This is an optimization exercise on Yosys and OpenROAD, whose aim is a short achievable clock period and few clock cycles, not a production implementation. At most, simulation tests tie the RTL to the original design; equivalence was not proved. The RTL of runs 1 to 3, 5 and 6 was laid out without a check of its function. The flow treats the clock pin as an ideal source, which a real chip does not have. No activity file was given, so power comes from the tool's default toggle rates.

### flow/config.mk
export PLATFORM = sky130hd
export DESIGN_NAME = mipsCore
export DESIGN_NICKNAME = mipsCore
export VERILOG_FILES = /design/flow/design.v
export SDC_FILE = /design/flow/constraint.sdc
export NUM_CORES = 8
export LEC_CHECK = 0
export ABC_CLOCK_PERIOD_IN_PS = 2500
export CAP_MARGIN = 20
export CORE_MARGIN = 2
export CORE_UTILIZATION = 40
export SETUP_SLACK_MARGIN = 5
export SLEW_MARGIN = 20
export SYNTH_HIERARCHICAL = 1
export SYNTH_MINIMUM_KEEP_SIZE = 0
### flow/constraint.sdc
create_clock -name core_clock -period 10.0 [get_ports {clk}]
set_input_delay 2.0000 -clock core_clock [delete_from_list [all_inputs] [get_ports {clk}]]
set_output_delay 2.0000 -clock core_clock [all_outputs]
set_load 0.01 [all_outputs]
### flow/design.v
`default_nettype none
package mipsPkg;
    typedef logic [32-1:0]     word_t;
    typedef logic [5-1:0] regAddr_t;
    typedef enum logic [2:0] {
        ALU_AND = 3'b000,
        ALU_OR  = 3'b001,
        ALU_ADD = 3'b010,
        ALU_SUB = 3'b110,
        ALU_SLT = 3'b111
    } aluOp_t;
    typedef enum logic [1:0] {
        FWD_REG = 2'b00,     
        FWD_WB  = 2'b01,     
        FWD_MEM = 2'b10      
    } fwdSel_t;
    typedef struct packed {
        logic   regWrite;
        logic   memToReg;
        logic   memWrite;
        logic   aluSrc;      
        logic   regDst;      
        logic   branch;
        logic   jump;
        aluOp_t aluOp;
    } ctrl_t;
    typedef struct packed {
        word_t instr;
        word_t pcPlus4;
    } ifId_t;
    typedef struct packed {
        logic     regWrite;
        logic     memToReg;
        logic     memWrite;
        logic     aluSrc;
        logic     regDst;
        aluOp_t   aluOp;
        word_t    rd1;
        word_t    rd2;
        word_t    signImm;
        regAddr_t rs;
        regAddr_t rt;
        regAddr_t rd;
    } idEx_t;
    typedef struct packed {
        logic     regWrite;
        logic     memToReg;
        logic     memWrite;
        word_t    aluOut;
        word_t    writeData;
        regAddr_t writeReg;
    } exMem_t;
    typedef struct packed {
        logic     regWrite;
        logic     memToReg;
        word_t    readData;
        word_t    aluOut;
        regAddr_t writeReg;
    } memWb_t;
    localparam int IFID_W  = 2*32;
    localparam int IDEX_W  = 8 + 3*32 + 3*5;
    localparam int EXMEM_W = 3 + 2*32 + 5;
    localparam int MEMWB_W = 2 + 2*32 + 5;
endpackage
`default_nettype wire
`timescale 1ns/100ps
`default_nettype none
module addKS #(
    parameter int W = 32
) (
    input  logic [W-1:0] a,
    input  logic [W-1:0] b,
    input  logic         cin,
    output logic [W-1:0] s,
    output logic         cout
);
    localparam int L = $clog2(W);
    logic [W-1:0] g [0:L];
    logic [W-1:0] p [0:L];
    always_comb begin
        g[0] = a & b;
        p[0] = a ^ b;
        for (int l = 0; l < L; l++) begin
            for (int i = 0; i < W; i++) begin
                if (i >= (1 << l)) begin
                    g[l+1][i] = g[l][i] | (p[l][i] & g[l][i - (1 << l)]);
                    p[l+1][i] = p[l][i] & p[l][i - (1 << l)];
                end else begin
                    g[l+1][i] = g[l][i];
                    p[l+1][i] = p[l][i];
                end
            end
        end
        s[0] = p[0][0] ^ cin;
        for (int i = 1; i < W; i++) begin
            s[i] = p[0][i] ^ (g[L][i-1] | (p[L][i-1] & cin));
        end
        cout = g[L][W-1] | (p[L][W-1] & cin);
    end
endmodule
module aluCore
(
    input  logic [31:0] a,
    input  logic [31:0] b,
    input  logic        cin,
    input  logic        opAdd,
    input  logic        opAnd,
    input  logic        opOr,
    input  logic        opSlt,
    output logic [31:0] y
);
    logic [31:0] sum;
    logic        cout;
    logic        slt;
    addKS #(.W(32)) adder (
        .a    (a),
        .b    (b),
        .cin  (cin),
        .s    (sum),
        .cout (cout)
    );
    assign slt = (a[31] & b[31]) | ((a[31] ^ b[31]) & sum[31]);
    assign y = ({32{opAdd}} & sum)
             | ({32{opAnd}} & (a & b))
             | ({32{opOr}}  & (a | b))
             | {31'd0, opSlt & slt};
endmodule
`default_nettype wire
`timescale 1ns/100ps
`default_nettype none
module mipsCore
(
    input  logic        clk,
    input  logic        rst,
    output logic [31:0] pcF,
    input  logic [31:0] instr,
    output logic        memWrite,
    output logic [31:0] dataAddr,
    output logic [31:0] writeData,
    input  logic [31:0] readData
);
    logic        weM;            
    logic        memToRegM;
    logic        memWriteM;
    logic [4:0]  destM;
    logic [31:0] aluOutM;
    logic [31:0] aluOutNM;       
    logic [31:0] wdataM;
    logic [31:0] resultM;
    logic        vE;
    logic        weE;
    logic        memToRegE;
    logic        memWriteE;
    logic        beqE;
    logic [4:0]  destE;
    logic [31:0] aE;             
    logic [31:0] opBE;           
    logic [31:0] rtE;            
    logic        fwdAE;          
    logic        bSelME;         
    logic        bSelNME;
    logic        bSelRE;
    logic        fwdRtE;         
    logic        cinE;           
    logic        opAddE;
    logic        opAndE;
    logic        opOrE;
    logic        opSltE;
    logic        predTE;
    logic [31:0] altE;           
    logic        vD;
    logic [31:0] instrD;
    logic        predTD;
    logic [31:0] altD;
    logic [31:0] regs [0:31];
    logic [31:1] rvalid;
    assign memWrite  = memWriteM;
    assign dataAddr  = aluOutM;
    assign writeData = wdataM;
    assign resultM   = memToRegM ? readData : aluOutM;
    always_ff @(posedge clk) begin
        for (int i = 1; i < 32; i++) begin
            if (weM && destM == 5'(i)) regs[i] <= resultM;
        end
    end
    always_ff @(posedge clk or posedge rst) begin
        if (rst) begin
            rvalid <= '0;
        end else begin
            for (int i = 1; i < 32; i++) begin
                if (weM && destM == 5'(i)) rvalid[i] <= 1'b1;
            end
        end
    end
    logic [31:0] srcA;
    logic [31:0] srcB;
    logic [31:0] rtvE;
    logic [31:0] aluOut;
    logic        redirectE;
    assign srcA = fwdAE ? aluOutM : aE;
    assign srcB = ({32{bSelME}} & aluOutM) | ({32{bSelNME}} & aluOutNM) | ({32{bSelRE}} & opBE);
    assign rtvE = fwdRtE ? aluOutM : rtE;
    aluCore alu (
        .a     (srcA),
        .b     (srcB),
        .cin   (cinE),
        .opAdd (opAddE),
        .opAnd (opAndE),
        .opOr  (opOrE),
        .opSlt (opSltE),
        .y     (aluOut)
    );
    assign redirectE = beqE && ((srcA == rtvE) != predTE);
    always_ff @(posedge clk or posedge rst) begin
        if (rst) begin
            weM       <= 1'b0;
            memToRegM <= 1'b0;
            memWriteM <= 1'b0;
            destM     <= '0;
        end else begin
            weM       <= vE && weE;
            memToRegM <= vE && memToRegE;
            memWriteM <= vE && memWriteE;
            destM     <= destE;
        end
    end
    always_ff @(posedge clk) begin
        aluOutM  <= aluOut;
        aluOutNM <= ~aluOut;
        wdataM   <= rtvE;
    end
    logic [5:0]  opD;
    logic [5:0]  fnD;
    logic [4:0]  rsD;
    logic [4:0]  rtD;
    logic        isAddD;
    logic        isSubD;
    logic        isAndD;
    logic        isOrD;
    logic        isSltD;
    logic        isRD;
    logic        isAddiD;
    logic        isLwD;
    logic        isSwD;
    logic        isBeqD;
    logic        useRsD;
    logic        useRtD;
    logic        immD;           
    logic        invD;           
    logic [31:0] immValD;
    logic [4:0]  destD;
    logic        weD;
    logic [31:0] rd1D;
    logic [31:0] rd2D;
    logic [31:0] aD;
    logic [31:0] bD;
    logic        depAD;          
    logic        depBD;
    logic        stallD;         
    assign opD = instrD[31:26];
    assign fnD = instrD[5:0];
    assign rsD = instrD[25:21];
    assign rtD = instrD[20:16];
    assign isAddD  = opD == 6'b000000 && fnD == 6'b100000;
    assign isSubD  = opD == 6'b000000 && fnD == 6'b100010;
    assign isAndD  = opD == 6'b000000 && fnD == 6'b100100;
    assign isOrD   = opD == 6'b000000 && fnD == 6'b100101;
    assign isSltD  = opD == 6'b000000 && fnD == 6'b101010;
    assign isRD    = isAddD || isSubD || isAndD || isOrD || isSltD;
    assign isAddiD = opD == 6'b001000;
    assign isLwD   = opD == 6'b100011;
    assign isSwD   = opD == 6'b101011;
    assign isBeqD  = opD == 6'b000100;
    assign useRsD  = isRD || isAddiD || isLwD || isSwD || isBeqD;
    assign useRtD  = isRD || isSwD || isBeqD;
    assign immD    = isAddiD || isLwD || isSwD;
    assign invD    = isSubD || isSltD;
    assign immValD = {{16{instrD[15]}}, instrD[15:0]};
    assign destD   = isRD ? instrD[15:11] : rtD;
    assign weD     = (isRD || isAddiD || isLwD) && destD != 5'd0;
    assign rd1D = (rsD != 5'd0 && rvalid[rsD]) ? regs[rsD] : 32'd0;
    assign rd2D = (rtD != 5'd0 && rvalid[rtD]) ? regs[rtD] : 32'd0;
    assign aD   = (weM && destM == rsD) ? resultM : rd1D;
    assign bD   = (weM && destM == rtD) ? resultM : rd2D;
    assign depAD = vE && weE && destE == rsD;
    assign depBD = vE && weE && destE == rtD;
    assign stallD = vD && memToRegE && ((useRsD && depAD) || (useRtD && depBD));
    always_ff @(posedge clk or posedge rst) begin
        if (rst) begin
            vE <= 1'b0;
        end else begin
            vE <= vD && !redirectE && !stallD;
        end
    end
    always_ff @(posedge clk) begin
        weE       <= weD;
        memToRegE <= isLwD;
        memWriteE <= isSwD;
        beqE      <= vD && !redirectE && !stallD && isBeqD;
        destE     <= destD;
        aE        <= aD;
        opBE      <= immD ? immValD : invD ? ~bD : bD;
        rtE       <= bD;
        fwdAE     <= depAD;
        bSelME    <= depBD && !immD && !invD;
        bSelNME   <= depBD && !immD && invD;
        bSelRE    <= !(depBD && !immD);
        fwdRtE    <= depBD;
        cinE      <= invD;
        opAddE    <= isAddD || isSubD || immD;
        opAndE    <= isAndD;
        opOrE     <= isOrD;
        opSltE    <= isSltD;
        predTE    <= predTD;
        altE      <= altD;
    end
    logic [31:0] pc4F;
    logic [13:0] pcHiF;
    logic [13:0] pcHiIncF;
    logic [13:0] pcHiDecF;
    logic [15:0] brLoF;          
    logic        brCarryF;
    logic [13:0] brHiF;          
    logic [31:0] brTargetF;
    logic [31:0] jTargetF;
    logic        isJF;
    logic        isBeqF;
    logic        predTF;
    logic [31:0] pcNext;
    assign isJF   = instr[31:26] == 6'b000010;
    assign isBeqF = instr[31:26] == 6'b000100;
    assign predTF = isBeqF && (instr[15] || instr[25:21] == instr[20:16]);
    addKS #(.W(30)) pcInc (
        .a    (pcF[31:2]),
        .b    (30'd1),
        .cin  (1'b0),
        .s    (pc4F[31:2]),
        .cout ()
    );
    assign pc4F[1:0] = pcF[1:0];
    assign pcHiF = pcF[31:18];
    addKS #(.W(14)) hiInc (
        .a    (pcHiF),
        .b    (14'd1),
        .cin  (1'b0),
        .s    (pcHiIncF),
        .cout ()
    );
    addKS #(.W(14)) hiDec (
        .a    (pcHiF),
        .b    (14'h3fff),
        .cin  (1'b0),
        .s    (pcHiDecF),
        .cout ()
    );
    addKS #(.W(16)) brLo (
        .a    (pcF[17:2]),
        .b    (instr[15:0]),
        .cin  (1'b1),
        .s    (brLoF),
        .cout (brCarryF)
    );
    always_comb begin
        case ({instr[15], brCarryF})
            2'b01:   brHiF = pcHiIncF;
            2'b10:   brHiF = pcHiDecF;
            default: brHiF = pcHiF;
        endcase
    end
    assign brTargetF = {brHiF, brLoF, 2'b00};
    assign jTargetF  = {pc4F[31:28], instr[25:0], 2'b00};
    always_comb begin
        if (redirectE)   pcNext = altE;
        else if (stallD) pcNext = pcF;
        else if (isJF)   pcNext = jTargetF;
        else if (predTF) pcNext = brTargetF;
        else             pcNext = pc4F;
    end
    always_ff @(posedge clk or posedge rst) begin
        if (rst) begin
            pcF <= 32'h0000_0000;
            vD  <= 1'b0;
        end else begin
            pcF <= pcNext;
            vD  <= !redirectE;
        end
    end
    always_ff @(posedge clk) begin
        if (!stallD) begin
            instrD <= instr;
            predTD <= predTF;
            altD   <= predTF ? pc4F : brTargetF;
        end
    end
endmodule
`default_nettype wire
### flow/run.sh
#!/bin/bash
# synth_recipe.tcl (not shown) runs the flow's synth.tcl, then flattens the netlist and writes it again
# the make line also repeats each setting of config.mk as NAME=value (left out here)
make -C /OpenROAD-flow-scripts/flow DESIGN_CONFIG=/design/flow/config.mk WORK_HOME=/design/flow/orfs CLKGATE_MAP_FILE= SYNTH_SCRIPT=/design/flow/synth_recipe.tcl finish
==> flow_summary.ini, run 1 <==
[run_status]
outcome = finished clean

[cts]
clock_latency_ns = 0.84
cts_sinks = 1374
h-tree-depth = 4
cts_tree = yes
cts_buffer_depth = 3
path_clk_slew_ns = 0.06
cts_buffers = 147
cts-root-buf = clkbuf_16
cts_hold_buffers = 0

[placement]
port_buffers = 162
dpl.cell_count = 7467
place_congestion = 0.986
dpl_cell_area_mm2 = 0.0708
dp.final_hpwl_um = 184000

[pwr]
powerDensity_mw_per_mm2 = 203
leakagePower_nw = 26.3
vdd_drop_max_v = 0.000164

[setup_path]
crit_path_max_fanout = 30
critical_path.most_common_cell = buf_4
cp.depth = 11
cp-start-kind = register
rrSetupSlack_ns = 4.83
critPathKind = register to register
r2r_end = opBE[21]
worst-path-buf-inv = 2
r2r-start = instrD[17]
crit_slowest_cell = nand2_1
reg2reg_depth = 11
startpoint = instrD[17]
arrival_ns = 5.88
crit_path_end = opBE[21]
required_ns = 10.71
cp-end-kind = register
cp_cell_sequence = ha_2 -> buf_4 -> nand2_1 -> nor3_4 -> buf_4 -> a221oi_1 -> and3_1 -> nand4_1 -> or3_1 -> a21oi_1 -> a211o_1
cp_slowest_stage_delay_ns = 0.68
critPathTopFamily = simple AND/OR/NAND/NOR gates

[floorplan]
die_x_um = 410
core_mm2 = 0.163
num_rows = 148
pin_count = 163
dieHeight_um = 410
fp.dieArea_mm2 = 0.168
start_util_pct = 40.4

[timing]
final_hold_viol_count = 0
finalSetupTns_ns = 0
max_slew_margin_pct = 13.6
setup_viol = 0
period_share_pct = 51.7
fin_crit_ns = 5.17
clock.fmax_mhz = 193
rsz0062_at_grt = no
worst_pin_slew_ns = 1.29
fin_skew_ns = 0.0378
slew_viol_final = 0

[route]
drc = 0
drt_iter0_markers = 12418
dr.pass1.iters = 15
routedWlPerCell_um = 39.9
drtAntennaViolNets = 0
avgViaCountPerCell = 7.32
num_vias = 56912
routed_wl_um = 311000

[global_route]
grtUsageTotal_pct = 35.7
grt_pass1_wl_um = 422000
grt_max_degree = 98
busiest_layer = met2
use_met2_pct = 49.7
gr-usage-met1_pct = 45.3
grt_pass1_vias = 52955
grt.overflow.total = 0
grtUsageMet3_pct = 14.7
grt_antenna_before_repair = 22

[synthesis]
avgSynthCellArea_um2 = 12.5
syn_inst = 5253
syn_area_mm2 = 0.0658
yosysWarningCount = 84

[cells_and_area]
fin_area_mm2 = 0.0759
stdcell_count = 7774
syn2layout_area_growth_pct = 15.2
drive_above_1_share_pct = 14.5
final_nets = 5638
final_util_pct = 46.5

[flow_run]
cap_violations = 0

[hold_path]
min_path_type = register to register
## flip-flops by register name, summed over array words and instances, names as in the netlist, 5 cells and up
register	count
rvalid	31
destM	5
aluOutNM	32
wdataM	32
opBE	32
rtE	32
altD	32
altE	32
pcF	32
aluOutM	32
regs	992
aE	32
instrD	32
destE	5
## cell usage in the layout, fill, tap and decap left out, types with 25 or more instances in the layout
cell type	instances
or3_1	26
o21ai_2	36
nor3_1	50
a211oi_1	60
a22oi_1	299
xnor2_1	76
a222oi_1	62
diode_2	32
inv_1	209
a221oi_1	297
nand2b_1	38
ha_1	115
edfxtp_1	1057
clkinv_1	25
dfxtp_1	240
a22oi_2	31
o22ai_1	78
dfrtp_1	72
nand3_1	70
conb_1	69
or2_2	38
nor2_1	168
clkdlybuf4s50_1	162
clkbuf_16	150
o21ai_0	141
buf_4	169
a31oi_1	40
a21oi_1	191
a22o_1	267
nor2_4	56
clkinv_2	31
nand4_1	124
clkbuf_1	29
nand2_1	230
mux2i_1	83
a21o_1	31
mux2_2	126
xor2_1	92
## layout make-up
class / instances / area [µm²]
Fill cell: 14518 / 87300
Sequential cell: 1374 / 38500
Multi-Input combinational cell: 3375 / 26000
Clock buffer: 181 / 3890
Timing Repair Buffer: 336 / 2990
Tap cell: 2175 / 2720
Clock inverter: 88 / 903
Inverter: 213 / 803
Antenna cell: 32 / 80.1
## per-stage QoR
| step | setup slack [ns] | total power [mW] | hold WS, ns |
|---|---|---|---|
| floorplan | 5.28 | 8.76 | 0.323 |
| global placement | 3.96 | 9.74 | 0.323 |
| detailed placement | 3.90 | 9.78 | 0.327 |
| CTS | 5.01 | 15.2 | 0.340 |
| global route | 5.02 | 15.9 | 0.347 |
| finish | 4.83 | 15.4 | 0.338 |
## routing by layer
metal / vias to the layer above / share of wire [%]
met3: 1651 / 16
met5: - / 0.039
met4: 16 / 8.5
met1: 27739 / 35
li1: 21557 / -
met2: 5949 / 40
## worst min-delay path by stage
| stage | end | depth (start not counted) | from | slack (ns) |
|---|---|---|---|---|
| after floorplan | altE[0] | 0 | altD[0] | 0.32 |
| after global placement | altE[27] | 0 | altD[27] | 0.32 |
| after detailed placement | altE[12] | 0 | altD[12] | 0.33 |
| after CTS | altE[12] | 0 | altD[12] | 0.34 |
| after global routing | altE[19] | 0 | altD[19] | 0.35 |
| final | altE[3] | 0 | altD[3] | 0.34 |
## where the power goes
part	total [mW]	switching, mW	internal (mW)	leakage [nW]
registers	6.63	0.238	6.39	12.4
logic	3.18	1.88	1.31	11.6
clock network	5.58	2.41	3.17	2.36
total	15.4	4.53	10.9	26.3
## timing repair
action	4_1_cts	5_1_grt
buffers inserted	3	0
endpoints found under the hold margin	0	0
gates resized for setup	4	11
endpoints found under the setup margin	43	49
==> run 2, diff against run 1 <==
==> flow/flow/run.sh (new file) <==
#!/bin/bash
set -euo pipefail
bash standard.sh SETUP_SLACK_MARGIN=6.8 finish > standard.log 2>&1
==> flow/standard.sh (new file) <==
#!/bin/bash
# synth_recipe.tcl (not shown) runs the flow's synth.tcl, then flattens the netlist and writes it again
# the make line also repeats each setting of config.mk as NAME=value (left out here)
make -C /OpenROAD-flow-scripts/flow DESIGN_CONFIG=/design/flow/config.mk WORK_HOME=/design/flow/orfs CLKGATE_MAP_FILE= SYNTH_SCRIPT=/design/flow/synth_recipe.tcl "${@:-finish}"
removed: flow/run.sh
==> flow_summary.ini, run 2 <==
[run_status]
outcome = finished clean

[timing]
setup_viol = 0
rsz0062_at_grt = yes
final_hold_viol_count = 0
fin_crit_ns = 3.70
period_share_pct = 37.0
worst_pin_slew_ns = 1.27
worst_hold_slack_ns = 0.339
finalSetupTns_ns = 0
fin_skew_ns = 0.0500
max_slew_margin_pct = 15.1
slew_viol_final = 0
clock.fmax_mhz = 270

[cells_and_area]
mostFrequentLayoutCells = edfxtp_1 (1057), buf_4 (418), a22oi_1 (269)
largest_reg_flops = 992
final_nets = 6191
syn2layout_area_growth_pct = 32.3
final_common_cell = edfxtp_1
drive_above_1_share_pct = 34.1
final_util_pct = 53.4
largest_register = regs

[setup_path]
required_ns = 10.70
worst-path-buf-inv = 1
crit_path_max_fanout = 5
cp-end-kind = register
arrival_ns = 4.39
critPathKind = input pin to register
cp_slowest_stage_delay_ns = 0.79
crit_slowest_cell = mux2i_2
critPathTopFamily = compound AO/OA/AOI/OAI gates
cp-start-kind = input pin
cp_cell_sequence = clkdlybuf4s50_1 -> mux2i_2 -> nor2_1 -> a211oi_1 -> o22ai_2 -> a211o_1

[route]
drc = 0
drt_iter0_markers = 14307
avgViaCountPerCell = 7.49
num_vias = 62450
drtAntennaViolNets = 0
routedWlPerCell_um = 42.9
routed_wl_um = 358000
dr.pass1.iters = 17

[cts]
path_clk_slew_ns = 0.06
cts_buffers = 149
h-tree-depth = 4
cts_tree = yes
cts_buffer_depth = 3
clock_latency_ns = 0.82
cts_hold_buffers = 0
cts-root-buf = clkbuf_16
cts_sinks = 1374

[floorplan]
core_mm2 = 0.163
fp.dieArea_mm2 = 0.168
dieHeight_um = 410
start_util_pct = 40.4
pin_count = 163
num_rows = 148
die_x_um = 410

[pwr]
power_frac_comb_pct = 26.9
p_switching_mw = 5.08
leakagePower_nw = 30.8
seqPwrFrac_pct = 39.4
clkPwrFrac_pct = 33.7
powerDensity_mw_per_mm2 = 192
vdd_drop_max_v = 0.000164
swShare_pct = 30.5
p_int_mw = 11.6

[synthesis]
syn_inst = 5253
avgSynthCellArea_um2 = 12.5
syn_area_mm2 = 0.0658
yosysWarningCount = 84

[global_route]
grt_pass1_vias = 56181
grt_max_degree = 72
grt_pass1_wl_um = 464000
grt.overflow.total = 0
grt_antenna_before_repair = 31
grtUsageTotal_pct = 39.9

[placement]
port_buffers = 162
place_congestion = 1.01
dp.final_hpwl_um = 190000

[hold_path]
min_path_type = register to register

[flow_run]
cap_violations = 0
==> run 2: final cells by class <==
cell class,count,area [µm²]
antenna,41,103
clock buffer,187,4100
clock inverter,88,756
fill,13350,76100
inverter,213,956
multi-input combinational,3381,29900
sequential,1374,38700
tap,2175,2720
timing repair buffer,851,9610
timing repair inverter,30,243
==> run 2: worst register-to-register path, cell delays in order, from the launching register on <==
cell	delay [ns]
dfxtp_4	0.37
buf_4	0.16
buf_4	0.16
nand2b_1	0.09
a41oi_1	0.30
nor4_2	0.44
nand2_1	0.11
nor4b_2	0.30
nor4b_4	0.47
mux2i_4	0.48
bufinv_16	0.24
mux2_4	0.29
==> run 2: through the flow <==
stage                     power, mW  worst slack (ns)  instances  area [µm²]
after floorplan                8.99              5.75       5320       66700
after global placement         9.97              4.45       7462       71200
after detailed placement       10.0              4.49       7463       71200
after CTS                      16.2              6.33       8102       82700
after global routing           17.1              6.19       8308       87000
final                          16.7              6.30       8340       87100
==> run 2: worst paths after layout <==
| check | startpoint | cells after the start | slack [ns] | to |
|---|---|---|---|---|
| worst max-delay path | readData[26] | 6 | 6.30 | opBE[26] |
| worst max register to register | aluOutM[24] | 11 | 6.44 | pcF[9] |
| min in group asynchronous | rst | 2 | 1.43 | pcF[1] |
| max in group asynchronous | rst | 4 | 7.65 | pcF[21] |
| worst min register to register | altD[30] | 0 | 0.34 | altE[30] |
| worst min-delay path | altD[30] | 0 | 0.34 | altE[30] |
==> run 2: power groups by stage <==
stage,combinational (mW),sequential (mW),clock (mW)
after floorplan,2.32,6.67,0
after global placement,3.21,6.76,0
after detailed placement,3.24,6.76,0
after CTS,4.05,6.57,5.57
after global routing,4.71,6.59,5.81
final,4.48,6.57,5.63
==> run 2: repair_timing <==
| action | 4_1_cts | 5_1_grt |
|---|---|---|
| endpoints found under the setup margin | 789 | 777 |
| gates cloned | 50 | 26 |
| resized for setup | 1343 | 505 |
| pin swaps | 181 | 237 |
| buffers inserted | 314 | 167 |
==> run 2: metal layers <==
metal / global-route usage (%) / share of wire (%)
met5: 0.259 / 0.31
met1: 47.9 / 33
met2: 53.8 / 38
met3: 21.0 / 18
met4: 29.4 / 10
==> run 3, diff against run 2 <==
--- a/flow/design.v
+++ b/flow/design.v
@@ -65,6 +65,64 @@
 `default_nettype wire
 `timescale 1ns/100ps
 `default_nettype none
+module muxBank #(
+    parameter int W = 32
+) (
+    input  logic         sel,
+    input  logic [W-1:0] a,          
+    input  logic [W-1:0] b,
+    output logic [W-1:0] y
+);
+    assign y = sel ? a : b;
+endmodule
+module pcSelect
+(
+    input  logic        redirect,    
+    input  logic [31:0] alt,
+    input  logic        hold,        
+    input  logic [31:0] pc,
+    input  logic [31:0] pc4,
+    input  logic        isJ,
+    input  logic        predT,       
+    input  logic [25:0] jIndex,
+    input  logic [15:0] brLo,        
+    input  logic        brCarry,
+    input  logic        brSign,
+    input  logic [13:0] pcHiInc,     
+    input  logic [13:0] pcHiDec,
+    output logic [31:0] pcNext
+);
+    logic        selJ;
+    logic        selB;
+    logic [31:0] other;              
+    logic [13:0] hiC1;               
+    logic [13:0] hiC0;               
+    logic [13:0] brHi;
+    assign selJ = isJ && !hold && !redirect;
+    assign selB = predT && !hold && !redirect;
+    assign other = redirect ? alt
+                 : hold     ? pc
+                 : selJ     ? {pc4[31:28], jIndex, 2'b00}
+                 : pc4;
+    assign hiC1 = brSign ? pc[31:18] : pcHiInc;
+    assign hiC0 = brSign ? pcHiDec : pc[31:18];
+    muxBank #(.W(14)) carryMux (
+        .sel (brCarry),
+        .a   (hiC1),
+        .b   (hiC0),
+        .y   (brHi)
+    );
+    muxBank #(.W(30)) brMux (
+        .sel (selB),
+        .a   ({brHi, brLo}),
+        .b   (other[31:2]),
+        .y   (pcNext[31:2])
+    );
+    assign pcNext[1:0] = other[1:0];
+endmodule
+`default_nettype wire
+`timescale 1ns/100ps
+`default_nettype none
 module addKS #(
     parameter int W = 32
 ) (
@@ -126,6 +184,16 @@
              | {31'd0, opSlt & slt};
 endmodule
 `default_nettype wire
+`default_nettype none
+module eqCmp
+(
+    input  logic [31:0] a,
+    input  logic [31:0] b,
+    output logic        eq
+);
+    assign eq = a == b;
+endmodule
+`default_nettype wire
 `timescale 1ns/100ps
 `default_nettype none
 module mipsCore
@@ -170,8 +238,7 @@
     logic [31:0] altE;           
     logic        vD;
     logic [31:0] instrD;
-    logic        predTD;
-    logic [31:0] altD;
+    logic [31:0] pc4D;
     logic [31:0] regs [0:31];
     logic [31:1] rvalid;
     assign memWrite  = memWriteM;
@@ -210,7 +277,15 @@
         .opSlt (opSltE),
         .y     (aluOut)
     );
-    assign redirectE = beqE && ((srcA == rtvE) != predTE);
+    logic eqRR;
+    logic eqMR;
+    logic eqRM;
+    logic eqE;
+    eqCmp cmpRR (.a(aE),      .b(rtE),     .eq(eqRR));
+    eqCmp cmpMR (.a(aluOutM), .b(rtE),     .eq(eqMR));
+    eqCmp cmpRM (.a(aE),      .b(aluOutM), .eq(eqRM));
+    assign eqE  = fwdAE ? (fwdRtE || eqMR) : (fwdRtE ? eqRM : eqRR);
+    assign redirectE = beqE && (eqE != predTE);
     always_ff @(posedge clk or posedge rst) begin
         if (rst) begin
             weM       <= 1'b0;
@@ -257,6 +332,8 @@
     logic        depAD;          
     logic        depBD;
     logic        stallD;         
+    logic        predTD;         
+    logic [31:0] brTargetD;
     assign opD = instrD[31:26];
     assign fnD = instrD[5:0];
     assign rsD = instrD[25:21];
@@ -285,6 +362,15 @@
     assign depAD = vE && weE && destE == rsD;
     assign depBD = vE && weE && destE == rtD;
     assign stallD = vD && memToRegE && ((useRsD && depAD) || (useRtD && depBD));
+    assign predTD = isBeqD && (instrD[15] || rsD == rtD);
+    addKS #(.W(30)) brAdd (
+        .a    (pc4D[31:2]),
+        .b    ({{14{instrD[15]}}, instrD[15:0]}),
+        .cin  (1'b0),
+        .s    (brTargetD[31:2]),
+        .cout ()
+    );
+    assign brTargetD[1:0] = 2'b00;
     always_ff @(posedge clk or posedge rst) begin
         if (rst) begin
             vE <= 1'b0;
@@ -312,7 +398,7 @@
         opOrE     <= isOrD;
         opSltE    <= isSltD;
         predTE    <= predTD;
-        altE      <= altD;
+        altE      <= predTD ? pc4D : brTargetD;
     end
     logic [31:0] pc4F;
     logic [13:0] pcHiF;
@@ -320,16 +406,11 @@
     logic [13:0] pcHiDecF;
     logic [15:0] brLoF;          
     logic        brCarryF;
-    logic [13:0] brHiF;          
-    logic [31:0] brTargetF;
-    logic [31:0] jTargetF;
     logic        isJF;
-    logic        isBeqF;
     logic        predTF;
     logic [31:0] pcNext;
     assign isJF   = instr[31:26] == 6'b000010;
-    assign isBeqF = instr[31:26] == 6'b000100;
-    assign predTF = isBeqF && (instr[15] || instr[25:21] == instr[20:16]);
+    assign predTF = instr[31:26] == 6'b000100 && (instr[15] || instr[25:21] == instr[20:16]);
     addKS #(.W(30)) pcInc (
         .a    (pcF[31:2]),
         .b    (30'd1),
@@ -360,22 +441,22 @@
         .s    (brLoF),
         .cout (brCarryF)
     );
-    always_comb begin
-        case ({instr[15], brCarryF})
-            2'b01:   brHiF = pcHiIncF;
-            2'b10:   brHiF = pcHiDecF;
-            default: brHiF = pcHiF;
-        endcase
-    end
-    assign brTargetF = {brHiF, brLoF, 2'b00};
-    assign jTargetF  = {pc4F[31:28], instr[25:0], 2'b00};
-    always_comb begin
-        if (redirectE)   pcNext = altE;
-        else if (stallD) pcNext = pcF;
-        else if (isJF)   pcNext = jTargetF;
-        else if (predTF) pcNext = brTargetF;
-        else             pcNext = pc4F;
-    end
+    pcSelect pcSel (
+        .redirect (redirectE),
+        .alt      (altE),
+        .hold     (stallD),
+        .pc       (pcF),
+        .pc4      (pc4F),
+        .isJ      (isJF),
+        .predT    (predTF),
+        .jIndex   (instr[25:0]),
+        .brLo     (brLoF),
+        .brCarry  (brCarryF),
+        .brSign   (instr[15]),
+        .pcHiInc  (pcHiIncF),
+        .pcHiDec  (pcHiDecF),
+        .pcNext   (pcNext)
+    );
     always_ff @(posedge clk or posedge rst) begin
         if (rst) begin
             pcF <= 32'h0000_0000;
@@ -388,8 +469,7 @@
     always_ff @(posedge clk) begin
         if (!stallD) begin
             instrD <= instr;
-            predTD <= predTF;
-            altD   <= predTF ? pc4F : brTargetF;
+            pc4D   <= pc4F;
         end
     end
 endmodule
==> flow/flow/run.sh (replaced) <==
#!/bin/bash
set -euo pipefail
bash standard.sh SETUP_SLACK_MARGIN=6.8 MATCH_CELL_FOOTPRINT=0 \
    "BUFFER_PORTS_ARGS=-buffer_cell sky130_fd_sc_hd__buf_4" finish > standard.log 2>&1
==> flow_summary.ini, run 3 <==
[run_status]
outcome = finished clean

[timing]
fin_crit_ns = 3.53
clock.fmax_mhz = 284
period_share_pct = 35.3
worst_hold_slack_ns = 0.384
finalSetupTns_ns = 0
slew_viol_final = 0
setup_viol = 0
worst_pin_slew_ns = 1.33
rsz0062_at_grt = yes
max_slew_margin_pct = 11.5
fin_skew_ns = 0.0505
final_hold_viol_count = 0

[setup_path]
reg2reg_depth = 10
worst-path-buf-inv = 4
crit_path_end = aE[12]
rrSetupSlack_ns = 6.47
critical_path.most_common_cell = buf_4
critPathTopFamily = simple AND/OR/NAND/NOR gates
cp.depth = 10
cp_slowest_stage_delay_ns = 0.74
cp-end-kind = register
critPathKind = register to register
arrival_ns = 4.15
cp_cell_sequence = buf_12 -> clkinvlp_4 -> ha_4 -> buf_4 -> buf_4 -> and4b_2 -> a22oi_1 -> nand4_1 -> a2111oi_4 -> o22ai_1
required_ns = 10.63
crit_path_max_fanout = 10
cp-start-kind = register
r2r-start = instrD[21]
crit_slowest_cell = nand4_1
r2r_end = aE[12]
startpoint = instrD[21]

[floorplan]
die_x_um = 418
start_util_pct = 40.3
pin_count = 163
fp.dieArea_mm2 = 0.174
core_mm2 = 0.170
dieHeight_um = 418
num_rows = 151

[hold_path]
min_path_type = register to register

[global_route]
grt.overflow.total = 0
grt_antenna_before_repair = 39
grt_max_degree = 64
grt_pass1_wl_um = 466000
grtUsageTotal_pct = 38.4
grt_pass1_vias = 57008

[pwr]
powerDensity_mw_per_mm2 = 200
seqPwrFrac_pct = 38.2
p_switching_mw = 5.39
leakagePower_nw = 32.6
p_int_mw = 12.0
swShare_pct = 30.9
clkPwrFrac_pct = 33.0
vdd_drop_max_v = 0.000199
power_frac_comb_pct = 28.7

[route]
avgViaCountPerCell = 7.47
routed_wl_um = 358000
drt_iter0_markers = 15497
drc = 0
drtAntennaViolNets = 0
routedWlPerCell_um = 42.3
dr.pass1.iters = 15
num_vias = 63275

[cts]
cts-root-buf = clkbuf_16
cts_buffer_depth = 3
clock_latency_ns = 0.82
path_clk_slew_ns = 0.06
h-tree-depth = 4
cts_sinks = 1373
cts_buffers = 148
cts_tree = yes
cts_hold_buffers = 0

[synthesis]
syn_area_mm2 = 0.0684
syn_inst = 5448
avgSynthCellArea_um2 = 12.6
yosysWarningCount = 84

[placement]
dpl.cell_count = 7690
place_congestion = 0.989
dpl_cell_area_mm2 = 0.0731
port_buffers = 162
dp.final_hpwl_um = 192000

[cells_and_area]
final_common_cell = edfxtp_1
fin_area_mm2 = 0.0871
largest_reg_flops = 992
syn2layout_area_growth_pct = 27.2
drive_above_1_share_pct = 32.4
mostFrequentLayoutCells = edfxtp_1 (1056), buf_4 (495), a22oi_1 (461)
largest_register = regs
final_nets = 6316
num-fill-cells = 14298
stdcell_count = 8468

[flow_run]
cap_violations = 0
-- run 3: layout make-up --
type	count	area (µm²)	area share [%]
inverters	209	876	1.01
clock inverters	81	917	1.05
diodes	31	77.6	0.0891
repair inverters	3	21.3	0.0244
flip-flops and latches	1373	38600	44.4
clock buffers	192	4070	4.67
multi-input cells	3563	31200	35.8
well taps	2218	2780	3.19
repair buffers	798	8510	9.77
-- run 3: repair_timing --
item,CTS,global route
setup endpoints to repair,371,333
pin swaps,119,168
setup buffers,219,201
endpoints found under the hold margin,0,0
gates resized for setup,673,415
cloned,27,24
-- run 3: per-stage QoR --
stage	worst slack (ns)	utilization, %	power (mW)
2_1_floorplan	6.02	-	9.66
3_3_place_gp	4.93	43.1	10.7
3_5_place_dp	4.91	43.1	10.8
4_1_cts	6.57	48.9	16.9
5_1_grt	6.51	51.3	17.9
6_report	6.47	51.3	17.4
-- run 3: worst min-delay path by stage --
stage             start  endpoint  slack [ns]  depth (start not counted)
6_report       destE[2]  destM[2]        0.38                          0
2_1_floorplan  destE[2]  destM[2]        0.36                          0
3_3_place_gp   destE[2]  destM[2]        0.38                          0
5_1_grt        destE[2]  destM[2]        0.39                          0
3_5_place_dp   destE[2]  destM[2]        0.38                          0
4_1_cts        destE[2]  destM[2]        0.38                          0
-- run 3: power groups by stage --
stage / registers [mW] / clock network (mW) / logic [mW]
4_1_cts: 6.65 / 5.72 / 4.56
3_3_place_gp: 6.82 / 0 / 3.90
6_report: 6.67 / 5.76 / 5.01
2_1_floorplan: 6.72 / 0 / 2.93
5_1_grt: 6.68 / 5.94 / 5.28
3_5_place_dp: 6.82 / 0 / 3.94
-- run 3: routing by layer --
layer  share of wire [%]  track usage, %  vias to the layer above
li1                    -               -                    23281
met1                  33            47.5                    30506
met2                  38            52.5                     7179
met3                  19            19.3                     2262
met4                 9.9            24.3                       47
met5                0.29            1.56                        -
-- run 3: worst register-to-register path, delay by kind of cell, from the launching register on --
| family | cells | cell delay [ns] |
|---|---|---|
| adder cells (fa/ha/maj) | 1 | 0.22 |
| buffers and inverters | 4 | 0.61 |
| AND/OR/NAND/NOR | 2 | 1.24 |
| AO/OA/AOI/OAI | 3 | 0.93 |
| flip-flops | 1 | 0.38 |
==> run 4, diff against run 3 <==
--- a/flow/design.v
+++ b/flow/design.v
@@ -65,6 +65,27 @@
 `default_nettype wire
 `timescale 1ns/100ps
 `default_nettype none
+module regRead
+(
+    input  logic [1023:0] regs,      
+    input  logic [31:1] valid,
+    input  logic [4:0]  addr,
+    output logic [31:0] data
+);
+    logic [31:1] sel;
+    always_comb begin
+        for (int i = 1; i < 32; i++) begin
+            sel[i] = valid[i] && addr == 5'(i);
+        end
+        data = '0;
+        for (int i = 1; i < 32; i++) begin
+            data = data | ({32{sel[i]}} & regs[32*i +: 32]);
+        end
+    end
+endmodule
+`default_nettype wire
+`timescale 1ns/100ps
+`default_nettype none
 module muxBank #(
     parameter int W = 32
 ) (
@@ -80,6 +101,8 @@
     input  logic        redirect,    
     input  logic [31:0] alt,
     input  logic        hold,        
+    input  logic        redirectD,   
+    input  logic [31:0] altD,
     input  logic [31:0] pc,
     input  logic [31:0] pc4,
     input  logic        isJ,
@@ -98,10 +121,11 @@
     logic [13:0] hiC1;               
     logic [13:0] hiC0;               
     logic [13:0] brHi;
-    assign selJ = isJ && !hold && !redirect;
-    assign selB = predT && !hold && !redirect;
-    assign other = redirect ? alt
-                 : hold     ? pc
+    assign selJ = isJ && !hold && !redirect && !redirectD;
+    assign selB = predT && !hold && !redirect && !redirectD;
+    assign other = redirect  ? alt
+                 : hold      ? pc
+                 : redirectD ? altD
                  : selJ     ? {pc4[31:28], jIndex, 2'b00}
                  : pc4;
     assign hiC1 = brSign ? pc[31:18] : pcHiInc;
@@ -132,7 +156,7 @@
     output logic [W-1:0] s,
     output logic         cout
 );
-    localparam int L = $clog2(W);
+    localparam int L = (W > 16) ? 5 : (W > 8) ? 4 : (W > 4) ? 3 : (W > 2) ? 2 : 1;
     logic [W-1:0] g [0:L];
     logic [W-1:0] p [0:L];
     always_comb begin
@@ -194,6 +218,21 @@
     assign eq = a == b;
 endmodule
 `default_nettype wire
+`default_nettype none
+module sumZero
+(
+    input  logic [31:0] a,
+    input  logic [31:0] b,
+    input  logic        cin,
+    output logic        zero
+);
+    logic [31:0] p;
+    logic [31:0] cMade;          
+    assign p     = a ^ b;
+    assign cMade = {p[30:0] | a[30:0], cin};
+    assign zero  = &(~(p ^ cMade));
+endmodule
+`default_nettype wire
 `timescale 1ns/100ps
 `default_nettype none
 module mipsCore
@@ -355,13 +394,24 @@
     assign immValD = {{16{instrD[15]}}, instrD[15:0]};
     assign destD   = isRD ? instrD[15:11] : rtD;
     assign weD     = (isRD || isAddiD || isLwD) && destD != 5'd0;
-    assign rd1D = (rsD != 5'd0 && rvalid[rsD]) ? regs[rsD] : 32'd0;
-    assign rd2D = (rtD != 5'd0 && rvalid[rtD]) ? regs[rtD] : 32'd0;
+    logic [1023:0] regsFlat;
+    always_comb begin
+        for (int i = 0; i < 32; i++) regsFlat[32*i +: 32] = regs[i];
+    end
+    regRead read1 (.regs(regsFlat), .valid(rvalid), .addr(rsD), .data(rd1D));
+    regRead read2 (.regs(regsFlat), .valid(rvalid), .addr(rtD), .data(rd2D));
     assign aD   = (weM && destM == rsD) ? resultM : rd1D;
     assign bD   = (weM && destM == rtD) ? resultM : rd2D;
     assign depAD = vE && weE && destE == rsD;
     assign depBD = vE && weE && destE == rtD;
     assign stallD = vD && memToRegE && ((useRsD && depAD) || (useRtD && depBD));
+    logic        zeroChkD;
+    logic        sumZeroD;
+    logic        redirectD;
+    assign zeroChkD  = isBeqD && opAddE && !memToRegE && !fwdAE && bSelRE
+                    && ((depAD && rtD == 5'd0) || (depBD && rsD == 5'd0));
+    sumZero zeroChk (.a(aE), .b(opBE), .cin(cinE), .zero(sumZeroD));
+    assign redirectD = vD && zeroChkD && !stallD && !redirectE && (sumZeroD != predTD);
     assign predTD = isBeqD && (instrD[15] || rsD == rtD);
     addKS #(.W(30)) brAdd (
         .a    (pc4D[31:2]),
@@ -382,7 +432,7 @@
         weE       <= weD;
         memToRegE <= isLwD;
         memWriteE <= isSwD;
-        beqE      <= vD && !redirectE && !stallD && isBeqD;
+        beqE      <= vD && !redirectE && !stallD && isBeqD && !zeroChkD;
         destE     <= destD;
         aE        <= aD;
         opBE      <= immD ? immValD : invD ? ~bD : bD;
@@ -445,6 +495,8 @@
         .redirect (redirectE),
         .alt      (altE),
         .hold     (stallD),
+        .redirectD(redirectD),
+        .altD     (predTD ? pc4D : brTargetD),
         .pc       (pcF),
         .pc4      (pc4F),
         .isJ      (isJF),
@@ -463,7 +515,7 @@
             vD  <= 1'b0;
         end else begin
             pcF <= pcNext;
-            vD  <= !redirectE;
+            vD  <= !redirectE && !redirectD;
         end
     end
     always_ff @(posedge clk) begin
==> flow_summary.ini, run 4 <==
[floorplan]
start_util_pct = 40.3
fp.dieArea_mm2 = 0.183
die_x_um = 428
core_mm2 = 0.179
dieHeight_um = 428
num_rows = 155
pin_count = 163

[cts]
cts_sinks = 1373
cts_tree = yes
path_clk_slew_ns = 0.06
clock_latency_ns = 0.85
cts_buffers = 153
h-tree-depth = 4
cts_hold_buffers = 0
cts-root-buf = clkbuf_16
cts_buffer_depth = 3

[timing]
max_slew_margin_pct = 16.2
finalSetupTns_ns = 0
rsz0062_at_grt = yes
worst_pin_slew_ns = 1.26
final_hold_viol_count = 0
setup_viol = 0
slew_viol_final = 0
fin_skew_ns = 0.0696
worst_hold_slack_ns = 0.387
fin_crit_ns = 3.97
clock.fmax_mhz = 252
period_share_pct = 39.7

[synthesis]
syn_inst = 6545
syn_area_mm2 = 0.0719
yosysWarningCount = 85
avgSynthCellArea_um2 = 11.0

[cells_and_area]
syn2layout_area_growth_pct = 28.6
multi_input_area_mm2 = 0.0355
final_common_cell = edfxtp_1
final_util_pct = 51.8
seq_area_mm2 = 0.0388
largest_register = regs
fin_area_mm2 = 0.0925
num-fill-cells = 15233
mostFrequentLayoutCells = edfxtp_1 (1056), nand2_1 (766), nor3_1 (604)
final_nets = 7387
largest_reg_flops = 992
drive_above_1_share_pct = 30.0

[setup_path]
worst-path-buf-inv = 3
required_ns = 10.68
critPathTopFamily = simple AND/OR/NAND/NOR gates
critPathKind = register to register
r2r_end = opBE[4]
cp-end-kind = register
cp-start-kind = register
cp_cell_sequence = buf_12 -> or3b_4 -> buf_6 -> buf_4 -> nor3_1 -> a2111oi_1 -> nand4_1 -> or4_4 -> a21oi_4 -> o31a_1 -> o21ai_1
crit_slowest_cell = or4_4
crit_path_max_fanout = 24
r2r-start = instrD[18]
reg2reg_depth = 11
rrSetupSlack_ns = 6.03
arrival_ns = 4.64
cp_slowest_stage_delay_ns = 0.77

[route]
routed_wl_um = 388000
dr.pass1.iters = 20
drc = 0
drtAntennaViolNets = 0
num_vias = 68987
drt_iter0_markers = 15872
routedWlPerCell_um = 40.2
avgViaCountPerCell = 7.15

[run_status]
outcome = finished clean

[hold_path]
min_from = destE[1]
min_path_type = register to register
hold_end = destM[1]
min_path_cells = 0

[global_route]
grt.overflow.total = 0
grtUsageTotal_pct = 38.5
grt_max_degree = 64
grt_pass1_vias = 62293
grt_pass1_wl_um = 495000
grt_antenna_before_repair = 28

[placement]
port_buffers = 162
dp.final_hpwl_um = 207000
place_congestion = 0.986
dpl_cell_area_mm2 = 0.0760

[flow_run]
cap_violations = 0

[pwr]
powerDensity_mw_per_mm2 = 185
leakagePower_nw = 32.7
vdd_drop_max_v = 0.000190
==> run 4: worst max-delay path by stage <==
stage / startpoint / to / slack [ns] / cells after the start
2_1_floorplan: instr[5] / pcF[20] / 6.02 / 10
3_3_place_gp: aluOutM[24] / pcF[24] / 4.48 / 14
3_5_place_dp: aluOutM[24] / pcF[20] / 4.53 / 14
4_1_cts: bSelME / aluOutNM[27] / 6.53 / 14
5_1_grt: instrD[18] / opBE[4] / 6.13 / 11
6_report: instrD[18] / opBE[4] / 6.03 / 11
==> run 4: stage by stage <==
stage,setup WS [ns],power (mW),cells
2_1_floorplan,6.02,9.62,6614
3_3_place_gp,4.48,10.7,8848
3_5_place_dp,4.53,10.7,8850
4_1_cts,6.53,16.7,9392
5_1_grt,6.13,17.5,9636
6_report,6.03,17.1,9653
==> run 4: repair_timing <==
| action | in CTS | in global routing |
|---|---|---|
| resized for setup | 1045 | 545 |
| setup endpoints to repair | 414 | 330 |
| gates cloned | 39 | 33 |
| pin swaps | 200 | 273 |
| setup buffers | 224 | 197 |
==> run 4: layout make-up <==
cell class                      count  share of cell area (%)
Sequential cell                  1373                    41.9
Multi-Input combinational cell   4518                    38.4
Timing Repair Buffer              821                    10.1
Clock buffer                      227                    4.69
Tap cell                         2355                    3.18
Inverter                          275                    1.14
Clock inverter                     52                   0.550
Antenna cell                       28                  0.0757
Timing Repair inverter              4                  0.0270
==> run 4: power breakdown <==
| part | internal (mW) | total [mW] | switching (mW) | leakage [nW] |
|---|---|---|---|---|
| clock network | 3.08 | 5.60 | 2.52 | 2.36 |
| logic | 2.24 | 4.88 | 2.64 | 18.2 |
| registers | 6.39 | 6.60 | 0.212 | 12.1 |
| total | 11.7 | 17.1 | 5.37 | 32.7 |
==> run 4: layer usage <==
metal | vias to the layer above | global-route usage [%] | part of all wire, %
li1 | 26303 | - | -
met4 | 47 | 26.1 | 9.5
met2 | 7039 | 53.1 | 38
met3 | 2232 | 17.7 | 18
met1 | 33366 | 47.8 | 34
met5 | - | 1.51 | 0.40
==> run 4: worst register-to-register path: stages (launching register included) <==
cell and delay [ns]:
edfxtp_1 0.43, buf_12 0.20, or3b_4 0.33, buf_6 0.16, buf_4 0.19, nor3_1 0.08
a2111oi_1 0.52, nand4_1 0.74, or4_4 0.77, a21oi_4 0.17, o31a_1 0.15, o21ai_1 0.05
Testbench counts of run 4, summed over its fixed seeds: cycles 29,757.
==> run 5, diff against run 4 <==
--- a/flow/design.v
+++ b/flow/design.v
@@ -65,6 +65,19 @@
 `default_nettype wire
 `timescale 1ns/100ps
 `default_nettype none
+module selReg
+(
+    input  logic clk,
+    input  logic d,
+    output logic q
+);
+    always_ff @(posedge clk) begin
+        q <= d;
+    end
+endmodule
+`default_nettype wire
+`timescale 1ns/100ps
+`default_nettype none
 module regRead
 (
     input  logic [1023:0] regs,      
@@ -121,13 +134,19 @@
     logic [13:0] hiC1;               
     logic [13:0] hiC0;               
     logic [13:0] brHi;
-    assign selJ = isJ && !hold && !redirect && !redirectD;
+    logic [31:0] other2;             
+    assign selJ = isJ && !hold && !redirect;
     assign selB = predT && !hold && !redirect && !redirectD;
-    assign other = redirect  ? alt
-                 : hold      ? pc
-                 : redirectD ? altD
-                 : selJ     ? {pc4[31:28], jIndex, 2'b00}
-                 : pc4;
+    assign other2 = redirect ? alt
+                  : hold     ? pc
+                  : selJ     ? {pc4[31:28], jIndex, 2'b00}
+                  : pc4;
+    muxBank #(.W(32)) dMux (
+        .sel (redirectD),
+        .a   (altD),
+        .b   (other2),
+        .y   (other)
+    );
     assign hiC1 = brSign ? pc[31:18] : pcHiInc;
     assign hiC0 = brSign ? pcHiDec : pc[31:18];
     muxBank #(.W(14)) carryMux (
@@ -251,7 +270,6 @@
     logic        memWriteM;
     logic [4:0]  destM;
     logic [31:0] aluOutM;
-    logic [31:0] aluOutNM;       
     logic [31:0] wdataM;
     logic [31:0] resultM;
     logic        vE;
@@ -264,10 +282,12 @@
     logic [31:0] opBE;           
     logic [31:0] rtE;            
     logic        fwdAE;          
-    logic        bSelME;         
-    logic        bSelNME;
-    logic        bSelRE;
+    logic        fwdBE;          
+    logic [3:0]  fwdAQ;          
+    logic [3:0]  fwdBQ;
+    logic [3:0]  invBQ;
     logic        fwdRtE;         
+    logic        swLoadE;        
     logic        cinE;           
     logic        opAddE;
     logic        opAndE;
@@ -278,6 +298,9 @@
     logic        vD;
     logic [31:0] instrD;
     logic [31:0] pc4D;
+    logic        depAD;          
+    logic        depBD;
+    logic        loadDepD;       
     logic [31:0] regs [0:31];
     logic [31:1] rvalid;
     assign memWrite  = memWriteM;
@@ -303,8 +326,16 @@
     logic [31:0] rtvE;
     logic [31:0] aluOut;
     logic        redirectE;
-    assign srcA = fwdAE ? aluOutM : aE;
-    assign srcB = ({32{bSelME}} & aluOutM) | ({32{bSelNME}} & aluOutNM) | ({32{bSelRE}} & opBE);
+    logic [31:0] srcBPre;
+    muxBank #(.W(8)) fwdA0 (.sel(fwdAQ[0]), .a(aluOutM[7:0]),   .b(aE[7:0]),   .y(srcA[7:0]));
+    muxBank #(.W(8)) fwdA1 (.sel(fwdAQ[1]), .a(aluOutM[15:8]),  .b(aE[15:8]),  .y(srcA[15:8]));
+    muxBank #(.W(8)) fwdA2 (.sel(fwdAQ[2]), .a(aluOutM[23:16]), .b(aE[23:16]), .y(srcA[23:16]));
+    muxBank #(.W(8)) fwdA3 (.sel(fwdAQ[3]), .a(aluOutM[31:24]), .b(aE[31:24]), .y(srcA[31:24]));
+    muxBank #(.W(8)) fwdB0 (.sel(fwdBQ[0]), .a(aluOutM[7:0]),   .b(opBE[7:0]),   .y(srcBPre[7:0]));
+    muxBank #(.W(8)) fwdB1 (.sel(fwdBQ[1]), .a(aluOutM[15:8]),  .b(opBE[15:8]),  .y(srcBPre[15:8]));
+    muxBank #(.W(8)) fwdB2 (.sel(fwdBQ[2]), .a(aluOutM[23:16]), .b(opBE[23:16]), .y(srcBPre[23:16]));
+    muxBank #(.W(8)) fwdB3 (.sel(fwdBQ[3]), .a(aluOutM[31:24]), .b(opBE[31:24]), .y(srcBPre[31:24]));
+    assign srcB = srcBPre ^ {{8{invBQ[3]}}, {8{invBQ[2]}}, {8{invBQ[1]}}, {8{invBQ[0]}}};
     assign rtvE = fwdRtE ? aluOutM : rtE;
     aluCore alu (
         .a     (srcA),
@@ -340,8 +371,7 @@
     end
     always_ff @(posedge clk) begin
         aluOutM  <= aluOut;
-        aluOutNM <= ~aluOut;
-        wdataM   <= rtvE;
+        wdataM   <= swLoadE ? readData : rtvE;
     end
     logic [5:0]  opD;
     logic [5:0]  fnD;
@@ -368,8 +398,6 @@
     logic [31:0] rd2D;
     logic [31:0] aD;
     logic [31:0] bD;
-    logic        depAD;          
-    logic        depBD;
     logic        stallD;         
     logic        predTD;         
     logic [31:0] brTargetD;
@@ -402,13 +430,11 @@
     regRead read2 (.regs(regsFlat), .valid(rvalid), .addr(rtD), .data(rd2D));
     assign aD   = (weM && destM == rsD) ? resultM : rd1D;
     assign bD   = (weM && destM == rtD) ? resultM : rd2D;
-    assign depAD = vE && weE && destE == rsD;
-    assign depBD = vE && weE && destE == rtD;
-    assign stallD = vD && memToRegE && ((useRsD && depAD) || (useRtD && depBD));
+    assign stallD = vD && loadDepD;
     logic        zeroChkD;
     logic        sumZeroD;
     logic        redirectD;
-    assign zeroChkD  = isBeqD && opAddE && !memToRegE && !fwdAE && bSelRE
+    assign zeroChkD  = isBeqD && opAddE && !memToRegE && !fwdAE && !fwdBE
                     && ((depAD && rtD == 5'd0) || (depBD && rsD == 5'd0));
     sumZero zeroChk (.a(aE), .b(opBE), .cin(cinE), .zero(sumZeroD));
     assign redirectD = vD && zeroChkD && !stallD && !redirectE && (sumZeroD != predTD);
@@ -428,6 +454,18 @@
             vE <= vD && !redirectE && !stallD;
         end
     end
+    selReg fwdAReg0 (.clk(clk), .d(depAD),                 .q(fwdAQ[0]));
+    selReg fwdBReg0 (.clk(clk), .d(depBD && !immD),         .q(fwdBQ[0]));
+    selReg invBReg0 (.clk(clk), .d(depBD && !immD && invD), .q(invBQ[0]));
+    selReg fwdAReg1 (.clk(clk), .d(depAD),                 .q(fwdAQ[1]));
+    selReg fwdBReg1 (.clk(clk), .d(depBD && !immD),         .q(fwdBQ[1]));
+    selReg invBReg1 (.clk(clk), .d(depBD && !immD && invD), .q(invBQ[1]));
+    selReg fwdAReg2 (.clk(clk), .d(depAD),                 .q(fwdAQ[2]));
+    selReg fwdBReg2 (.clk(clk), .d(depBD && !immD),         .q(fwdBQ[2]));
+    selReg invBReg2 (.clk(clk), .d(depBD && !immD && invD), .q(invBQ[2]));
+    selReg fwdAReg3 (.clk(clk), .d(depAD),                 .q(fwdAQ[3]));
+    selReg fwdBReg3 (.clk(clk), .d(depBD && !immD),         .q(fwdBQ[3]));
+    selReg invBReg3 (.clk(clk), .d(depBD && !immD && invD), .q(invBQ[3]));
     always_ff @(posedge clk) begin
         weE       <= weD;
         memToRegE <= isLwD;
@@ -438,10 +476,9 @@
         opBE      <= immD ? immValD : invD ? ~bD : bD;
         rtE       <= bD;
         fwdAE     <= depAD;
-        bSelME    <= depBD && !immD && !invD;
-        bSelNME   <= depBD && !immD && invD;
-        bSelRE    <= !(depBD && !immD);
+        fwdBE     <= depBD && !immD;
         fwdRtE    <= depBD;
+        swLoadE   <= isSwD && depBD && memToRegE;
         cinE      <= invD;
         opAddE    <= isAddD || isSubD || immD;
         opAndE    <= isAndD;
@@ -518,10 +555,26 @@
             vD  <= !redirectE && !redirectD;
         end
     end
+    logic        useRsF;
+    logic        useRtF;         
+    logic        depAF;
+    logic        depBF;
+    assign useRsF = instr[31:26] == 6'b000000 || instr[31:26] == 6'b001000 || instr[31:26] == 6'b100011
+                 || instr[31:26] == 6'b101011    || instr[31:26] == 6'b000100;
+    assign useRtF = instr[31:26] == 6'b000000 || instr[31:26] == 6'b000100;
+    assign depAF  = vD && weD && !redirectE && destD == instr[25:21];
+    assign depBF  = vD && weD && !redirectE && destD == instr[20:16];
     always_ff @(posedge clk) begin
-        if (!stallD) begin
-            instrD <= instr;
-            pc4D   <= pc4F;
+        if (stallD) begin
+            depAD    <= 1'b0;
+            depBD    <= 1'b0;
+            loadDepD <= 1'b0;
+        end else begin
+            instrD   <= instr;
+            pc4D     <= pc4F;
+            depAD    <= depAF;
+            depBD    <= depBF;
+            loadDepD <= isLwD && ((useRsF && depAF) || (useRtF && depBF));
         end
     end
 endmodule
==> flow/flow/run.sh (replaced) <==
#!/bin/bash
set -euo pipefail
F=$PWD/flow
K=(MATCH_CELL_FOOTPRINT=0 "BUFFER_PORTS_ARGS=-buffer_cell sky130_fd_sc_hd__buf_4" FASTROUTE_TCL=$F/fastroute.tcl)
bash standard.sh SETUP_SLACK_MARGIN=5 POST_CTS_TCL=$F/ramp_cts.tcl "${K[@]}" cts > standard_cts.log 2>&1
bash standard.sh SETUP_SLACK_MARGIN=6.5 "${K[@]}" finish > standard_finish.log 2>&1
==> flow/flow/fastroute.tcl (new file) <==
set_global_routing_layer_adjustment met1 0.6
set_global_routing_layer_adjustment met2 0.3
set_global_routing_layer_adjustment met3-$::env(MAX_ROUTING_LAYER) 0.2

set_routing_layers -clock $::env(MIN_CLK_ROUTING_LAYER)-$::env(MAX_ROUTING_LAYER)
set_routing_layers -signal $::env(MIN_ROUTING_LAYER)-$::env(MAX_ROUTING_LAYER)
==> flow/flow/ramp_cts.tcl (new file) <==
# Timing repair in steps: each step repairs every endpoint below its margin,
# so a path that cannot be improved further stops only the last steps.
set_propagated_clock [all_clocks]
estimate_parasitics -placement
foreach m {5.8 6.0 6.2 6.3 6.4 6.5 6.6 6.7 6.8} {
  repair_timing -setup -setup_margin $m -repair_tns 100 -max_passes 50
  puts "ramp_cts margin $m: worst slack [worst_slack -max]"
}
detailed_placement
check_placement -verbose
estimate_parasitics -placement
puts "ramp_cts done: worst slack [worst_slack -max]"
==> flow_summary.ini, run 5 <==
[cells_and_area]
drive_above_1_share_pct = 29.3
final_common_cell = edfxtp_1
syn2layout_area_growth_pct = 26.6
mostFrequentLayoutCells = edfxtp_1 (1056), nand2_1 (736), nor3_1 (596)
largest_reg_flops = 992
largest_register = regs
final_nets = 7327
fin_area_mm2 = 0.0915

[floorplan]
core_mm2 = 0.180
die_x_um = 429
start_util_pct = 40.1
dieHeight_um = 429
fp.dieArea_mm2 = 0.184
num_rows = 156
pin_count = 163

[global_route]
grt_antenna_before_repair = 48
gr-usage-met1_pct = 62.7
busiest_layer = met1
grt.overflow.total = 0
grt_pass1_wl_um = 516000
grt_max_degree = 67
grtUsageMet3_pct = 46.7
grt_pass1_vias = 68683
use_met2_pct = 60.6
grtUsageTotal_pct = 51.2

[timing]
worst_pin_slew_ns = 1.26
period_share_pct = 38.8
max_slew_margin_pct = 15.7
fin_crit_ns = 3.88
slew_viol_final = 0
clock.fmax_mhz = 257
fin_ws_ns = 6.12
setup_viol = 0
fin_skew_ns = 0.0515
final_hold_viol_count = 0
rsz0062_at_grt = yes
finalSetupTns_ns = 0

[route]
num_vias = 65361
drc = 0
drt_iter0_markers = 5549
routedWlPerCell_um = 39.4
drtAntennaViolNets = 0
dr.pass1.iters = 9
routed_wl_um = 379000
avgViaCountPerCell = 6.79

[setup_path]
cp.depth = 10
critPathTopFamily = simple AND/OR/NAND/NOR gates
arrival_ns = 4.55
rrSetupSlack_ns = 6.12
crit_path_max_fanout = 18
cp-start-kind = register
critPathKind = register to register
cp_cell_sequence = buf_12 -> and3b_1 -> and3_4 -> buf_8 -> a221o_1 -> nor4_4 -> nand4_1 -> mux2i_2 -> xnor2_1 -> a21oi_1
cp_slowest_stage_delay_ns = 0.90
worst-path-buf-inv = 2
crit_slowest_cell = nand4_1
cp-end-kind = register
reg2reg_depth = 10
r2r-start = instrD[18]
r2r_end = opBE[31]
required_ns = 10.66

[placement]
place_congestion = 1.02
pre_cts_ws_ns = 5.13
dp.final_hpwl_um = 200000
port_buffers = 162
dpl_cell_area_mm2 = 0.0759

[synthesis]
syn_inst = 6461
yosysWarningCount = 86
syn_area_mm2 = 0.0723
avgSynthCellArea_um2 = 11.2

[hold_path]
min_from = destE[0]
hold_end = destM[0]
min_path_cells = 0
min_path_type = register to register

[pwr]
leakagePower_nw = 34.1
vdd_drop_max_v = 0.000162
fin_total_pwr_mw = 17.1
powerDensity_mw_per_mm2 = 187

[cts]
clock_latency_ns = 0.83
path_clk_slew_ns = 0.06
cts_tree = yes
cts_sinks = 1355

[flow_run]
cap_violations = 0

[run_status]
outcome = finished clean
[run 5: power breakdown]
part	internal (mW)	total, mW	switching, mW
Combinational	2.29	4.75	2.46
Sequential	6.32	6.52	0.207
Clock	3.33	5.84	2.51
[run 5: metrics by stage]
stage                     util [%]  hold slack [ns]  instances
after floorplan                  -            0.316       6530
after global placement        42.1            0.319       8768
after detailed placement      42.2            0.320       8770
after global routing          50.8            0.333       9606
final                         50.8            0.327       9631
[run 5: worst max path at each step]
stage / endpoint / slack, ns / start
final: opBE[31] / 6.12 / instrD[18]
after global routing: opBE[31] / 6.10 / instrD[18]
after detailed placement: opBE[5] / 5.13 / instrD[17]
after global placement: opBE[5] / 5.18 / instrD[17]
after floorplan: pcF[20] / 5.51 / instr[5]
[run 5: cell type report]
| cell class | instances | area, µm² |
|---|---|---|
| inverter | 241 | 926 |
| antenna | 45 | 113 |
| multi-input combinational | 4482 | 34700 |
| sequential | 1355 | 38400 |
| clock buffer | 215 | 4240 |
| timing repair buffer | 852 | 9270 |
| clock inverter | 69 | 873 |
| timing repair inverter | 2 | 12.5 |
| tap | 2370 | 2970 |
| fill | 15554 | 88700 |
[run 5: routing by layer]
layer / vias to the layer above / share of wire, %
li1: 25968 / -
met1: 30241 / 28
met2: 6771 / 38
met3: 2229 / 23
met4: 152 / 10
met5: - / 1.1
==> run 6, diff against run 5 <==
--- a/flow/config.mk
+++ b/flow/config.mk
@@ -6,10 +6,10 @@
 export NUM_CORES = 8
 export LEC_CHECK = 0
 export ABC_CLOCK_PERIOD_IN_PS = 2500
-export CAP_MARGIN = 20
+export CAP_MARGIN = 40
 export CORE_MARGIN = 2
-export CORE_UTILIZATION = 40
+export CORE_UTILIZATION = 50
 export SETUP_SLACK_MARGIN = 5
-export SLEW_MARGIN = 20
+export SLEW_MARGIN = 50
 export SYNTH_HIERARCHICAL = 1
 export SYNTH_MINIMUM_KEEP_SIZE = 0
==> flow_summary.ini, run 6 <==
[run_status]
outcome = finished clean

[hold_path]
min_path_type = register to register
min_path_cells = 0

[cells_and_area]
syn2layout_area_growth_pct = 24.7
final_common_cell = edfxtp_1
largest_reg_flops = 992
drive_above_1_share_pct = 29.3
fin_area_mm2 = 0.0901
mostFrequentLayoutCells = edfxtp_1 (1056), nand2_1 (736), nor3_1 (593)
final_nets = 7232
num-fill-cells = 11156
largest_register = regs

[timing]
final_hold_viol_count = 0
worst_pin_slew_ns = 0.844
clock.fmax_mhz = 279
setup_viol = 0
fin_crit_ns = 3.59
rsz0062_at_grt = yes
max_slew_margin_pct = 43.8
fin_skew_ns = 0.0327
period_share_pct = 35.9
finalSetupTns_ns = 0
slew_viol_final = 0

[setup_path]
crit_path_max_fanout = 9
reg2reg_depth = 12
cp-end-kind = register
crit_slowest_cell = or4_4
cp.depth = 12
cp_slowest_stage_delay_ns = 0.75
required_ns = 10.70
cp_cell_sequence = buf_12 -> buf_4 -> nand3_4 -> buf_12 -> buf_4 -> nor3_1 -> a2111oi_4 -> nand4_1 -> or4_4 -> mux2i_4 -> xnor2_1 -> a21oi_1
worst-path-buf-inv = 4
cp-start-kind = register
critPathKind = register to register
critPathTopFamily = simple AND/OR/NAND/NOR gates
arrival_ns = 4.28

[route]
routed_wl_um = 362000
drtAntennaViolNets = 0
num_vias = 64501
drc = 0
routedWlPerCell_um = 39.9
dr.pass1.iters = 10
avgViaCountPerCell = 7.12
drt_iter0_markers = 5594

[global_route]
grt.overflow.total = 0
grt_pass1_wl_um = 501000
grtUsageTotal_pct = 62.6
grt_max_degree = 67
grt_antenna_before_repair = 45
grt_pass1_vias = 68274

[synthesis]
syn_area_mm2 = 0.0723
avgSynthCellArea_um2 = 11.2
yosysWarningCount = 86
syn_inst = 6461

[floorplan]
fp.dieArea_mm2 = 0.148
core_mm2 = 0.143
dieHeight_um = 384
die_x_um = 384
start_util_pct = 50.4
num_rows = 139
pin_count = 163

[pwr]
power_frac_comb_pct = 27.7
p_int_mw = 11.6
clkPwrFrac_pct = 33.3
powerDensity_mw_per_mm2 = 186
leakagePower_nw = 33.5
vdd_drop_max_v = 0.000188
fin_total_pwr_mw = 16.7
swShare_pct = 30.4
p_switching_mw = 5.08
seqPwrFrac_pct = 39.0

[placement]
port_buffers = 162
place_congestion = 1.05
dp.final_hpwl_um = 201000
dpl_cell_area_mm2 = 0.0759

[cts]
clock_latency_ns = 0.84
path_clk_slew_ns = 0.06
cts_sinks = 1355
cts_tree = yes

[flow_run]
cap_violations = 0
==> run 6: cell count changes in the layout (fill, tap and decap cells not counted), sizes merged, moves of 2 or more <==
cell,previous run,this run
clkinv,47,61
diode,45,38
or3b,12,9
buf,813,735
bufinv,13,5
clkinvlp,10,3
and3,84,82
clkbuf,254,239
inv,242,248
==> run 6: area by class of cell <==
type | instances | area [µm²] | area share [%]
sequential | 1355 | 38500 | 42.7
multi-input combinational | 4475 | 34700 | 38.5
timing repair buffer | 765 | 8700 | 9.65
clock buffer | 209 | 4250 | 4.71
tap | 1903 | 2380 | 2.64
inverter | 241 | 912 | 1.01
clock inverter | 76 | 629 | 0.698
antenna | 38 | 95.1 | 0.106
==> run 6: power groups by stage <==
stage | sequential [mW] | clock (mW) | combinational, mW
finish | 6.53 | 5.57 | 4.63
global route | 6.54 | 5.78 | 4.96
detailed placement | 6.71 | 0 | 3.85
global placement | 6.71 | 0 | 3.79
floorplan | 6.61 | 0 | 2.91
==> run 6: per-layer routing <==
layer,GRT usage (%),wire length [µm]
met2,73.0,138000
met5,29.3,3620
met4,43.2,35600
met3,57.2,82400
met1,76.7,102000
==> run 6: final timing paths <==
check | start | slack, ns | end
setup reg to reg | instrD[18] | 6.41 | opBE[29]
setup / recovery | instrD[18] | 6.41 | opBE[29]
max in group asynchronous | rst | 7.72 | pcF[4]
hold / removal | destE[1] | 0.33 | destM[1]
min in group asynchronous | rst | 1.21 | rvalid[11]
hold reg to reg | destE[1] | 0.33 | destM[1]
==> run 6: per-stage QoR <==
stage / utilization [%] / setup slack (ns) / instances / hold slack (ns)
final: 62.8 / 6.41 / 9062 / 0.329
after global routing: 62.8 / 6.44 / 9044 / 0.336
after detailed placement: 52.9 / 5.11 / 8324 / 0.322
after global placement: 52.5 / 5.11 / 8303 / 0.319
after floorplan: - / 5.51 / 6530 / 0.316
==> run 6: worst reg2reg max path: cells and delay by family (launching register included) <==
kind / cells / cell delay, ns
AND/OR/NAND/NOR: 4 / 1.46
XOR/XNOR: 1 / 0.14
AO/OA/AOI/OAI: 2 / 0.41
multiplexers: 1 / 0.20
buffers and inverters: 4 / 0.73
flip-flops: 1 / 0.52

## what the ideal ports hide
How much do the figures lean on ideal ports? The routed layouts below were timed once more, with nothing changed but the port constraints. Step 1, drivers: a clkbuf_16 drives clk and a buf_2 each remaining input, both assumed. Step 2 times the ports against the registers' clock, not the clock port: input delays grow and output delays shrink by t, the midpoint of the rising clock arrivals with the driver on. Three values: no drivers, after step 1, after step 2; two values: the first two.
run	shift t [ns]	setup slack, ns
run 1	0.894	4.831 / 4.831 / 4.471
run 2	0.891	6.303 / 6.359 / 5.467
run 3	0.895	6.474 / 6.474 / 5.757
run 4	0.908	6.035 / 6.035 / 5.663
run 5	0.895	6.116 / 6.116 / 5.690
run 6	0.905	6.412 / 6.412 / 5.744
After both steps every run listed still meets setup and hold.
